Background: an optimization exercise with open tools, aiming at small area, a short achievable clock period and few clock cycles. Do not read the settings as production practice. Only simulation tests tie the RTL to the original design; equivalence was not proved. Power figures rest on the tool's default switching activity, not on a simulated workload.

==> inputs of v8 <==
==> flow/design.v (excerpt) <==
module battery_undervoltage_monitor #(
  parameter int unsigned HistoryDepth = bum_pkg::HistoryDepth
) (
  input  logic                           clk_i,
  input  logic                           rst_ni,
  input  logic                           s_axis_tvalid_i,
  output logic                           s_axis_tready_o,
  input  logic [bum_pkg::InDataW-1:0]    s_axis_tdata_i,
  input  logic                           s_axis_tuser_i,
  output logic                           m_axis_tvalid_o,
  input  logic                           m_axis_tready_i,
  output logic [bum_pkg::OutDataW-1:0]   m_axis_tdata_o,
  input  logic                           cfg_valid_i,
  output logic                           cfg_ready_o,
  input  logic [bum_pkg::CfgAddrW-1:0]   cfg_addr_i,
  input  logic [bum_pkg::MvW-1:0]        cfg_data_i
);
  localparam int unsigned MvW    = bum_pkg::MvW;
  localparam int unsigned TimeW  = bum_pkg::TimeW;
  localparam int unsigned Lanes  = bum_pkg::Lanes;
  localparam int unsigned Blocks = bum_pkg::Blocks;
  localparam int unsigned IdxW   = $clog2(bum_pkg::HistoryDepth);
  localparam int unsigned LaneW  = $clog2(Lanes);
  localparam int unsigned BlkW   = $clog2(Blocks);
  localparam int unsigned AccW   = MvW + IdxW;
  localparam int unsigned ResW   = MvW + 5;
  localparam int unsigned SumRows = 4;
  ...
==> flow/config.mk <==
export PLATFORM = sky130hd
export DESIGN_NAME = battery_undervoltage_monitor
export DESIGN_NICKNAME = battery_undervoltage_monitor
export VERILOG_FILES = /design/flow/design.v
export SDC_FILE = /design/flow/constraint.sdc
export NUM_CORES = 4
export LEC_CHECK = 0
export CAP_MARGIN = 20
export CORE_MARGIN = 2
export CORE_UTILIZATION = 60
export CTS_CLUSTER_DIAMETER = 80
export CTS_CLUSTER_SIZE = 24
export SLEW_MARGIN = 20
==> flow/constraint.sdc <==
create_clock -name core_clock -period 10.0 [get_ports {clk_i}]
set_input_delay 2.0000 -clock core_clock [delete_from_list [all_inputs] [get_ports {clk_i}]]
set_output_delay 2.0000 -clock core_clock [all_outputs]
set_load 0.01 [all_outputs]
standard.sh (not shown) runs the stock make flow with config.mk's settings and CLKGATE_MAP_FILE= SYNTH_SCRIPT=/design/flow/synth_recipe.tcl, a recipe that flattens the netlist after the stock synthesis.
==> flow/flow/run.sh <==
#!/bin/bash
set -euo pipefail
MARGIN=${SETUP_MARGIN_NS:-6.5}
bash standard.sh SETUP_SLACK_MARGIN=$MARGIN finish > standard_flow.log 2>&1
==> v36 (differences from v8) <==
--- a/flow/design.v
+++ b/flow/design.v
@@ -220,13 +220,13 @@
     end
   end
   logic             iv_q, iu_q;
   logic [TimeW-1:0] inow_q;
   logic [MvW-1:0]   imv_q;
   logic [1:0]       icls_q;
-  logic             hold, proc, is_samp, is_chk, chk_go, nxt_chk;
+  logic             hold, proc, is_samp, is_chk, nxt_chk;
   always_ff @(posedge clk_i or negedge rst_ni) begin
     if (!rst_ni) begin
       iv_q <= 1'b0;
     end else begin
       iv_q <= accept || (iv_q && hold);
     end
@@ -250,24 +250,23 @@
   logic             pend_q;
   logic [IdxW-1:0]  pend_slot_q;
   logic [TimeW-1:0] pend_now_q;
   logic [MvW-1:0]   pend_mv_q;
   logic             cmp_v_q;
   logic [1:0]       cmp_g_q;
-  assign hold    = iv_q && iu_q && gate && cmp_v_q && (cmp_g_q != 2'(Blocks - 1));
+  assign hold    = iv_q && iu_q && cmp_v_q && (cmp_g_q != 2'(Blocks - 1));
   assign proc    = iv_q && !hold;
   assign is_samp = proc && !iu_q;
   assign is_chk  = proc && iu_q;
   assign take    = (!hlo_q[MvW] && (imv_q < hlo_q[MvW-1:0])) ||
                    (!hhi_q[MvW] && (imv_q > hhi_q[MvW-1:0]));
   assign store   = is_samp && take;
   assign changed = icls_q != lvl_q;
   assign alert   = changed && ((icls_q == bum_pkg::LVL_CRITICAL) ||
                                (icls_q == bum_pkg::LVL_WARNING));
   assign gate    = (lvl_q == bum_pkg::LVL_CRITICAL) && auto_q;
-  assign chk_go  = is_chk && gate;
   always_ff @(posedge clk_i or negedge rst_ni) begin
     if (!rst_ni) begin
       held_q <= '0;
       lvl_q  <= bum_pkg::LVL_UNKNOWN;
       wp_q   <= '0;
       full_q <= 1'b0;
@@ -314,28 +313,28 @@
   logic [1:0]               cmp_g_d;
   logic [Blocks*Lanes-1:0]  cmp_sel_q, cmp_sel_d;
   logic [SlotW-1:0]         wf_q;
   logic                     cmp_more;
   logic [Blocks*Lanes-1:0]  start_sel, cont_sel;
   assign cmp_more    = cmp_v_q && (cmp_g_q != 2'(Blocks - 1));
-  assign cmp_v_d     = chk_go || cmp_more;
-  assign cmp_g_d     = chk_go ? 2'd0 : cmp_g_q + 2'd1;
-  assign cmp_blk_d   = chk_go ? wp_q[IdxW-1:LaneW] : cmp_blk_q + BlkW'(1);
-  assign snap_wp_d   = chk_go ? wp_q : snap_wp_q;
-  assign snap_full_d = chk_go ? full_q : snap_full_q;
+  assign cmp_v_d     = is_chk || cmp_more;
+  assign cmp_g_d     = is_chk ? 2'd0 : cmp_g_q + 2'd1;
+  assign cmp_blk_d   = is_chk ? wp_q[IdxW-1:LaneW] : cmp_blk_q + BlkW'(1);
+  assign snap_wp_d   = is_chk ? wp_q : snap_wp_q;
+  assign snap_full_d = is_chk ? full_q : snap_full_q;
   assign nxt_chk     = accept ? s_axis_tuser_i : hold;
   always_comb begin
     for (int b = 0; b < Blocks; b++) begin
       for (int l = 0; l < Lanes; l++) begin
         start_sel[b*Lanes + l] = (wp_q[IdxW-1:LaneW] == BlkW'(b)) &&
                                  (full_q || (IdxW'(b*Lanes + l) < wp_q));
         cont_sel[b*Lanes + l]  = cmp_more && ((cmp_blk_q + BlkW'(1)) == BlkW'(b)) &&
                                  (snap_full_q || (IdxW'(b*Lanes + l) < snap_wp_q));
       end
     end
-    cmp_sel_d = ({(Blocks*Lanes){chk_go}} & start_sel) | cont_sel;
+    cmp_sel_d = ({(Blocks*Lanes){is_chk}} & start_sel) | cont_sel;
   end
   always_ff @(posedge clk_i or negedge rst_ni) begin
     if (!rst_ni) begin
       cmp_v_q <= 1'b0;
     end else begin
       cmp_v_q <= cmp_v_d;
@@ -344,24 +343,24 @@
   always_ff @(posedge clk_i) begin
     cmp_sel_q   <= cmp_sel_d;
     cmp_g_q     <= cmp_g_d;
     cmp_blk_q   <= cmp_blk_d;
     snap_wp_q   <= snap_wp_d;
     snap_full_q <= snap_full_d;
-    if (chk_go) begin
+    if (is_chk) begin
       cmp_gate_q <= gate;
       cmp_slot_q <= wf_q;
       ctx_now_q  <= new_now;
       ctx_him1_q <= new_him1;
       ctx_blo_q  <= new_blo;
       ctx_wrap_q <= new_wrap;
     end
-    cmpv_now_q  <= chk_go ? new_now  : (cmp_more ? ctx_now_q  : '0);
-    cmpv_him1_q <= chk_go ? new_him1 : (cmp_more ? ctx_him1_q : '0);
-    cmpv_blo_q  <= chk_go ? new_blo  : (cmp_more ? ctx_blo_q  : '0);
-    cmpv_wrap_q <= chk_go ? new_wrap : (cmp_more && ctx_wrap_q);
+    cmpv_now_q  <= is_chk ? new_now  : (cmp_more ? ctx_now_q  : '0);
+    cmpv_him1_q <= is_chk ? new_him1 : (cmp_more ? ctx_him1_q : '0);
+    cmpv_blo_q  <= is_chk ? new_blo  : (cmp_more ? ctx_blo_q  : '0);
+    cmpv_wrap_q <= is_chk ? new_wrap : (cmp_more && ctx_wrap_q);
   end
   assign new_now  = inow_q;
   assign new_him1 = inow_q[31:16] - 16'd1;
   assign new_blo  = inow_q[15:0] - window_q;
   assign new_wrap = inow_q[15:0] < window_q;
   logic [Lanes-1:0]         cmp_mask;
@@ -402,13 +401,13 @@
       m_v_q   <= 1'b0;
       g_v_q   <= 1'b0;
       a_v_q   <= 1'b0;
     end else begin
       m_v_q <= cmp_v_q;
       g_v_q <= m_v_q;
-      a_v_q <= g_v_q && g_last_q;
+      a_v_q <= g_v_q && g_last_q && g_gate_q;
     end
   end
   function automatic logic [2*DW-1:0] csa(input logic [DW-1:0] a, input logic [DW-1:0] b,
                                           input logic [DW-1:0] c);
     logic [DW-1:0] s, cy;
     s   = a ^ b ^ c;
@@ -519,33 +518,30 @@
     if (accept) begin
       room = move ? (cnt_q <= CntW'(NSlot - 1)) : (cnt_q <= CntW'(NSlot - 2));
     end else begin
       room = move || (cnt_q <= CntW'(NSlot - 1));
     end
   end
-  logic nxt_gate;
-  assign nxt_gate = !accept || (auto_q && ((lvl_q == bum_pkg::LVL_CRITICAL) ||
-                                           (is_samp && (icls_q == bum_pkg::LVL_CRITICAL))));
-  assign cmp_more_d = chk_go || (cmp_more && (cmp_g_q != 2'(Blocks - 2)));
+  assign cmp_more_d = is_chk || (cmp_more && (cmp_g_q != 2'(Blocks - 2)));
   always_ff @(posedge clk_i or negedge rst_ni) begin
     if (!rst_ni) begin
       wf_q     <= '0;
       rf_q     <= '0;
       rf_oh_q  <= NSlot'(1);
       cnt_q    <= '0;
       ov_q     <= 1'b0;
-      tready_q <= 1'b0;
+      tready_q <= 1'b1;
     end else begin
       if (proc) wf_q <= (wf_q == SlotW'(NSlot - 1)) ? '0 : wf_q + SlotW'(1);
       if (move) begin
         rf_q    <= (rf_q == SlotW'(NSlot - 1)) ? '0 : rf_q + SlotW'(1);
         rf_oh_q <= {rf_oh_q[NSlot-2:0], rf_oh_q[NSlot-1]};
       end
       cnt_q    <= cnt_d;
       ov_q     <= move || (ov_q && !m_axis_tready_i);
-      tready_q <= room && !(nxt_chk && nxt_gate && cmp_more_d);
+      tready_q <= room && !(nxt_chk && cmp_more_d);
     end
   end
   always_ff @(posedge clk_i) begin
     if (move) o_q <= head;
   end
   assign s_axis_tready_o = tready_q;
- CTS_CLUSTER_DIAMETER: 80 -> not set
- CTS_CLUSTER_SIZE: 24 -> not set
==> v9 (differences from v8) <==
--- a/flow/design.v
+++ b/flow/design.v
@@ -220,13 +220,13 @@
     end
   end
   logic             iv_q, iu_q;
   logic [TimeW-1:0] inow_q;
   logic [MvW-1:0]   imv_q;
   logic [1:0]       icls_q;
-  logic             hold, proc, is_samp, is_chk, chk_go, nxt_chk;
+  logic             hold, proc, is_samp, is_chk, nxt_chk;
   always_ff @(posedge clk_i or negedge rst_ni) begin
     if (!rst_ni) begin
       iv_q <= 1'b0;
     end else begin
       iv_q <= accept || (iv_q && hold);
     end
@@ -250,24 +250,23 @@
   logic             pend_q;
   logic [IdxW-1:0]  pend_slot_q;
   logic [TimeW-1:0] pend_now_q;
   logic [MvW-1:0]   pend_mv_q;
   logic             cmp_v_q;
   logic [1:0]       cmp_g_q;
-  assign hold    = iv_q && iu_q && gate && cmp_v_q && (cmp_g_q != 2'(Blocks - 1));
+  assign hold    = iv_q && iu_q && cmp_v_q && (cmp_g_q != 2'(Blocks - 1));
   assign proc    = iv_q && !hold;
   assign is_samp = proc && !iu_q;
   assign is_chk  = proc && iu_q;
   assign take    = (!hlo_q[MvW] && (imv_q < hlo_q[MvW-1:0])) ||
                    (!hhi_q[MvW] && (imv_q > hhi_q[MvW-1:0]));
   assign store   = is_samp && take;
   assign changed = icls_q != lvl_q;
   assign alert   = changed && ((icls_q == bum_pkg::LVL_CRITICAL) ||
                                (icls_q == bum_pkg::LVL_WARNING));
   assign gate    = (lvl_q == bum_pkg::LVL_CRITICAL) && auto_q;
-  assign chk_go  = is_chk && gate;
   always_ff @(posedge clk_i or negedge rst_ni) begin
     if (!rst_ni) begin
       held_q <= '0;
       lvl_q  <= bum_pkg::LVL_UNKNOWN;
       wp_q   <= '0;
       full_q <= 1'b0;
@@ -304,38 +303,38 @@
   end
   logic [BlkW-1:0]          cmp_blk_q, cmp_blk_d;
   logic [IdxW-1:0]          snap_wp_q, snap_wp_d;
   logic                     snap_full_q, snap_full_d;
   logic                     cmp_gate_q;
   logic [SlotW-1:0]         cmp_slot_q;
-  logic [TimeW-1:0]         ctx_now_q, cmpv_now_q, new_now;
-  logic [15:0]              ctx_him1_q, ctx_blo_q, cmpv_him1_q, cmpv_blo_q, new_him1, new_blo;
-  logic                     ctx_wrap_q, cmpv_wrap_q, new_wrap;
+  logic [TimeW-1:0]         ctx_now_q;
+  logic [15:0]              ctx_him1_q, ctx_blo_q;
+  logic                     ctx_wrap_q;
   logic                     cmp_v_d;
   logic [1:0]               cmp_g_d;
   logic [Blocks*Lanes-1:0]  cmp_sel_q, cmp_sel_d;
   logic [SlotW-1:0]         wf_q;
   logic                     cmp_more;
   logic [Blocks*Lanes-1:0]  start_sel, cont_sel;
   assign cmp_more    = cmp_v_q && (cmp_g_q != 2'(Blocks - 1));
-  assign cmp_v_d     = chk_go || cmp_more;
-  assign cmp_g_d     = chk_go ? 2'd0 : cmp_g_q + 2'd1;
-  assign cmp_blk_d   = chk_go ? wp_q[IdxW-1:LaneW] : cmp_blk_q + BlkW'(1);
-  assign snap_wp_d   = chk_go ? wp_q : snap_wp_q;
-  assign snap_full_d = chk_go ? full_q : snap_full_q;
+  assign cmp_v_d     = is_chk || cmp_more;
+  assign cmp_g_d     = is_chk ? 2'd0 : cmp_g_q + 2'd1;
+  assign cmp_blk_d   = is_chk ? wp_q[IdxW-1:LaneW] : cmp_blk_q + BlkW'(1);
+  assign snap_wp_d   = is_chk ? wp_q : snap_wp_q;
+  assign snap_full_d = is_chk ? full_q : snap_full_q;
   assign nxt_chk     = accept ? s_axis_tuser_i : hold;
   always_comb begin
     for (int b = 0; b < Blocks; b++) begin
       for (int l = 0; l < Lanes; l++) begin
         start_sel[b*Lanes + l] = (wp_q[IdxW-1:LaneW] == BlkW'(b)) &&
                                  (full_q || (IdxW'(b*Lanes + l) < wp_q));
         cont_sel[b*Lanes + l]  = cmp_more && ((cmp_blk_q + BlkW'(1)) == BlkW'(b)) &&
                                  (snap_full_q || (IdxW'(b*Lanes + l) < snap_wp_q));
       end
     end
-    cmp_sel_d = ({(Blocks*Lanes){chk_go}} & start_sel) | cont_sel;
+    cmp_sel_d = ({(Blocks*Lanes){is_chk}} & start_sel) | cont_sel;
   end
   always_ff @(posedge clk_i or negedge rst_ni) begin
     if (!rst_ni) begin
       cmp_v_q <= 1'b0;
     end else begin
       cmp_v_q <= cmp_v_d;
@@ -344,29 +343,21 @@
   always_ff @(posedge clk_i) begin
     cmp_sel_q   <= cmp_sel_d;
     cmp_g_q     <= cmp_g_d;
     cmp_blk_q   <= cmp_blk_d;
     snap_wp_q   <= snap_wp_d;
     snap_full_q <= snap_full_d;
-    if (chk_go) begin
+    if (is_chk) begin
       cmp_gate_q <= gate;
       cmp_slot_q <= wf_q;
-      ctx_now_q  <= new_now;
-      ctx_him1_q <= new_him1;
-      ctx_blo_q  <= new_blo;
-      ctx_wrap_q <= new_wrap;
-    end
-    cmpv_now_q  <= chk_go ? new_now  : (cmp_more ? ctx_now_q  : '0);
-    cmpv_him1_q <= chk_go ? new_him1 : (cmp_more ? ctx_him1_q : '0);
-    cmpv_blo_q  <= chk_go ? new_blo  : (cmp_more ? ctx_blo_q  : '0);
-    cmpv_wrap_q <= chk_go ? new_wrap : (cmp_more && ctx_wrap_q);
-  end
-  assign new_now  = inow_q;
-  assign new_him1 = inow_q[31:16] - 16'd1;
-  assign new_blo  = inow_q[15:0] - window_q;
-  assign new_wrap = inow_q[15:0] < window_q;
+      ctx_now_q  <= inow_q;
+      ctx_him1_q <= inow_q[31:16] - 16'd1;
+      ctx_blo_q  <= inow_q[15:0] - window_q;
+      ctx_wrap_q <= inow_q[15:0] < window_q;
+    end
+  end
   logic [Lanes-1:0]         cmp_mask;
   logic [SumRows*SumW-1:0] grp_sum;
   logic [LaneW:0]           blk_cnt;
   logic                     m_v_q, m_first_q, m_last_q, m_gate_q;
   logic [SlotW-1:0]         m_slot_q;
   logic [Blocks*Lanes-1:0]  m_sel_q;
@@ -384,16 +375,16 @@
     .clk_i      (clk_i),
     .wr_en_i    (pend_q),
     .wr_slot_i  (pend_slot_q),
     .wr_now_i   (pend_now_q),
     .wr_mv_i    (pend_mv_q),
     .cmp_sel_i  (cmp_sel_q),
-    .cmp_now_i  (cmpv_now_q),
-    .cmp_him1_i (cmpv_him1_q),
-    .cmp_blo_i  (cmpv_blo_q),
-    .cmp_wrap_i (cmpv_wrap_q),
+    .cmp_now_i  (ctx_now_q),
+    .cmp_him1_i (ctx_him1_q),
+    .cmp_blo_i  (ctx_blo_q),
+    .cmp_wrap_i (ctx_wrap_q),
     .cmp_mask_o (cmp_mask),
     .sum_sel_i  (m_sel_q),
     .sum_mask_i (m_mask_q),
     .sum_o      (grp_sum),
     .cnt_o      (blk_cnt)
   );
@@ -402,13 +393,13 @@
       m_v_q   <= 1'b0;
       g_v_q   <= 1'b0;
       a_v_q   <= 1'b0;
     end else begin
       m_v_q <= cmp_v_q;
       g_v_q <= m_v_q;
-      a_v_q <= g_v_q && g_last_q;
+      a_v_q <= g_v_q && g_last_q && g_gate_q;
     end
   end
   function automatic logic [2*DW-1:0] csa(input logic [DW-1:0] a, input logic [DW-1:0] b,
                                           input logic [DW-1:0] c);
     logic [DW-1:0] s, cy;
     s   = a ^ b ^ c;
@@ -458,13 +449,12 @@
   end
   assign diff = acc_c0_q + acc_c1_q - acc_s0_q - acc_s1_q;
   assign dis  = a_nz_q && !diff[DW-1];
   logic [ResW-1:0]  slot_q [NSlot];
   logic [NSlot-1:0] slot_rdy_q;
   logic [SlotW-1:0] rf_q;
-  logic [NSlot-1:0] rf_oh_q;        
   logic [CntW-1:0]  cnt_q, cnt_d;
   logic [ResW-1:0]  res, head;
   logic             head_rdy, head_fin, move, ov_q;
   logic [ResW-1:0]  o_q;
   logic             w_v_q, w_chk_q, w_gate_q, w_chg_q, w_alert_q;
   logic [SlotW-1:0] w_slot_q;
@@ -481,19 +471,16 @@
     w_chg_q   <= store && changed;
     w_alert_q <= store && alert;
     w_slot_q  <= wf_q;
   end
   assign res = {held_q, 1'b0, w_alert_q, w_chg_q, lvl_q};
   assign head_fin = a_v_q && (a_slot_q == rf_q);
-  assign head_rdy = |(slot_rdy_q & rf_oh_q) || head_fin;
+  assign head_rdy = slot_rdy_q[rf_q] || head_fin;
   assign move     = head_rdy && (!ov_q || m_axis_tready_i);
   always_comb begin
-    head = '0;
-    for (int k = 0; k < NSlot; k++) begin
-      head = head | ({ResW{rf_oh_q[k]}} & slot_q[k]);
-    end
+    head    = slot_q[rf_q];
     head[4] = head_fin ? dis : head[4];
   end
   for (genvar k = 0; k < NSlot; k++) begin : g_slot
     always_ff @(posedge clk_i) begin
       if (w_v_q && (w_slot_q == SlotW'(k))) begin
         slot_q[k] <= res;
@@ -501,51 +488,36 @@
         slot_q[k][4] <= dis;
       end
     end
     always_ff @(posedge clk_i or negedge rst_ni) begin
       if (!rst_ni) begin
         slot_rdy_q[k] <= 1'b0;
-      end else if (move && rf_oh_q[k]) begin
+      end else if (move && (rf_q == SlotW'(k))) begin
         slot_rdy_q[k] <= 1'b0;
       end else if (w_v_q && (w_slot_q == SlotW'(k))) begin
         slot_rdy_q[k] <= !w_chk_q || !w_gate_q;
       end else if (a_v_q && (a_slot_q == SlotW'(k))) begin
         slot_rdy_q[k] <= 1'b1;
       end
     end
   end
   assign cnt_d = cnt_q + CntW'(accept) - CntW'(move);
-  logic room, cmp_more_d;
-  always_comb begin
-    if (accept) begin
-      room = move ? (cnt_q <= CntW'(NSlot - 1)) : (cnt_q <= CntW'(NSlot - 2));
-    end else begin
-      room = move || (cnt_q <= CntW'(NSlot - 1));
-    end
-  end
-  logic nxt_gate;
-  assign nxt_gate = !accept || (auto_q && ((lvl_q == bum_pkg::LVL_CRITICAL) ||
-                                           (is_samp && (icls_q == bum_pkg::LVL_CRITICAL))));
-  assign cmp_more_d = chk_go || (cmp_more && (cmp_g_q != 2'(Blocks - 2)));
   always_ff @(posedge clk_i or negedge rst_ni) begin
     if (!rst_ni) begin
       wf_q     <= '0;
       rf_q     <= '0;
-      rf_oh_q  <= NSlot'(1);
       cnt_q    <= '0;
       ov_q     <= 1'b0;
-      tready_q <= 1'b0;
+      tready_q <= 1'b1;
     end else begin
       if (proc) wf_q <= (wf_q == SlotW'(NSlot - 1)) ? '0 : wf_q + SlotW'(1);
-      if (move) begin
-        rf_q    <= (rf_q == SlotW'(NSlot - 1)) ? '0 : rf_q + SlotW'(1);
-        rf_oh_q <= {rf_oh_q[NSlot-2:0], rf_oh_q[NSlot-1]};
-      end
+      if (move) rf_q <= (rf_q == SlotW'(NSlot - 1)) ? '0 : rf_q + SlotW'(1);
       cnt_q    <= cnt_d;
       ov_q     <= move || (ov_q && !m_axis_tready_i);
-      tready_q <= room && !(nxt_chk && nxt_gate && cmp_more_d);
+      tready_q <= (cnt_d < CntW'(NSlot)) &&
+                  !(nxt_chk && cmp_v_d && (cmp_g_d != 2'(Blocks - 1)));
     end
   end
   always_ff @(posedge clk_i) begin
     if (move) o_q <= head;
   end
   assign s_axis_tready_o = tready_q;
==> flow/run.sh (new file) <==
#!/bin/bash
# synth_recipe.tcl (not shown) runs the flow's synth.tcl, then flattens the netlist and writes it again
# the make line also repeats each setting of config.mk as NAME=value (left out here)
make -C /OpenROAD-flow-scripts/flow DESIGN_CONFIG=/design/flow/config.mk WORK_HOME=/design/flow/orfs CLKGATE_MAP_FILE= SYNTH_SCRIPT=/design/flow/synth_recipe.tcl finish
- CTS_CLUSTER_DIAMETER: 80 -> not set
- CTS_CLUSTER_SIZE: 24 -> not set
removed: flow/flow/run.sh
removed: flow/standard.sh
==> results.txt <==
clock distribution power=roughly 15 mW; outcome=no timing/DRC/antenna violations; final worst-path cycle share=between 40% and 50%; All-Layer GR Usage=roughly 37%
That was v9.
==> results.txt <==
outcome=no timing/DRC/antenna violations; clock distribution power=between 9 and 10 mW; Final non-clock buffer share=around 1.9%; All-Layer GR Usage=between 30% and 40%
That was v8.
==> results.txt <==
leakage=about 70 nW; final worst-path cycle share=35.90%; Int Pwr=34.13 mW; outcome=no timing/DRC/antenna violations; GRT overflow=0; clock distribution power=roughly 16 mW; Clk Latency, worst-skew pair=~0.97 ns
That was v36.
Testbench counts of v8, summed over its fixed seeds: cycles 9,872.
Testbench counts of v36, summed over its fixed seeds: cycles 10,414.
Testbench counts of v9, summed over its fixed seeds: cycles 10,414.

[afterwards: timing with drivers on the ports]
Ports are ideal in the flow. The routed layouts listed here were re-timed in OpenROAD. Step 1 assumes that a clkbuf_16 drives the clock port and a buf_2 every other input. Step 2 also shifts input and output timing later by t, the mid clock arrival at the registers, as if the neighbouring blocks saw the same clock. Slacks: no drivers / after step 1 / after step 2; pairs: no drivers / after step 1.
run	t, ns	setup WS [ns]	worst setup path at the end
v8	1.032	6.446 / 6.342 / 5.525	input to register
v36	1.048	6.410 / 6.304 / 5.723	input to register
v9	1.052	5.386 / 5.386 / 5.232	input to register
After both steps every run listed still meets setup and hold. For v8, which loses most, drivers alone change the setup slack by -0.104 ns; drivers and shift together by -0.921 ns.
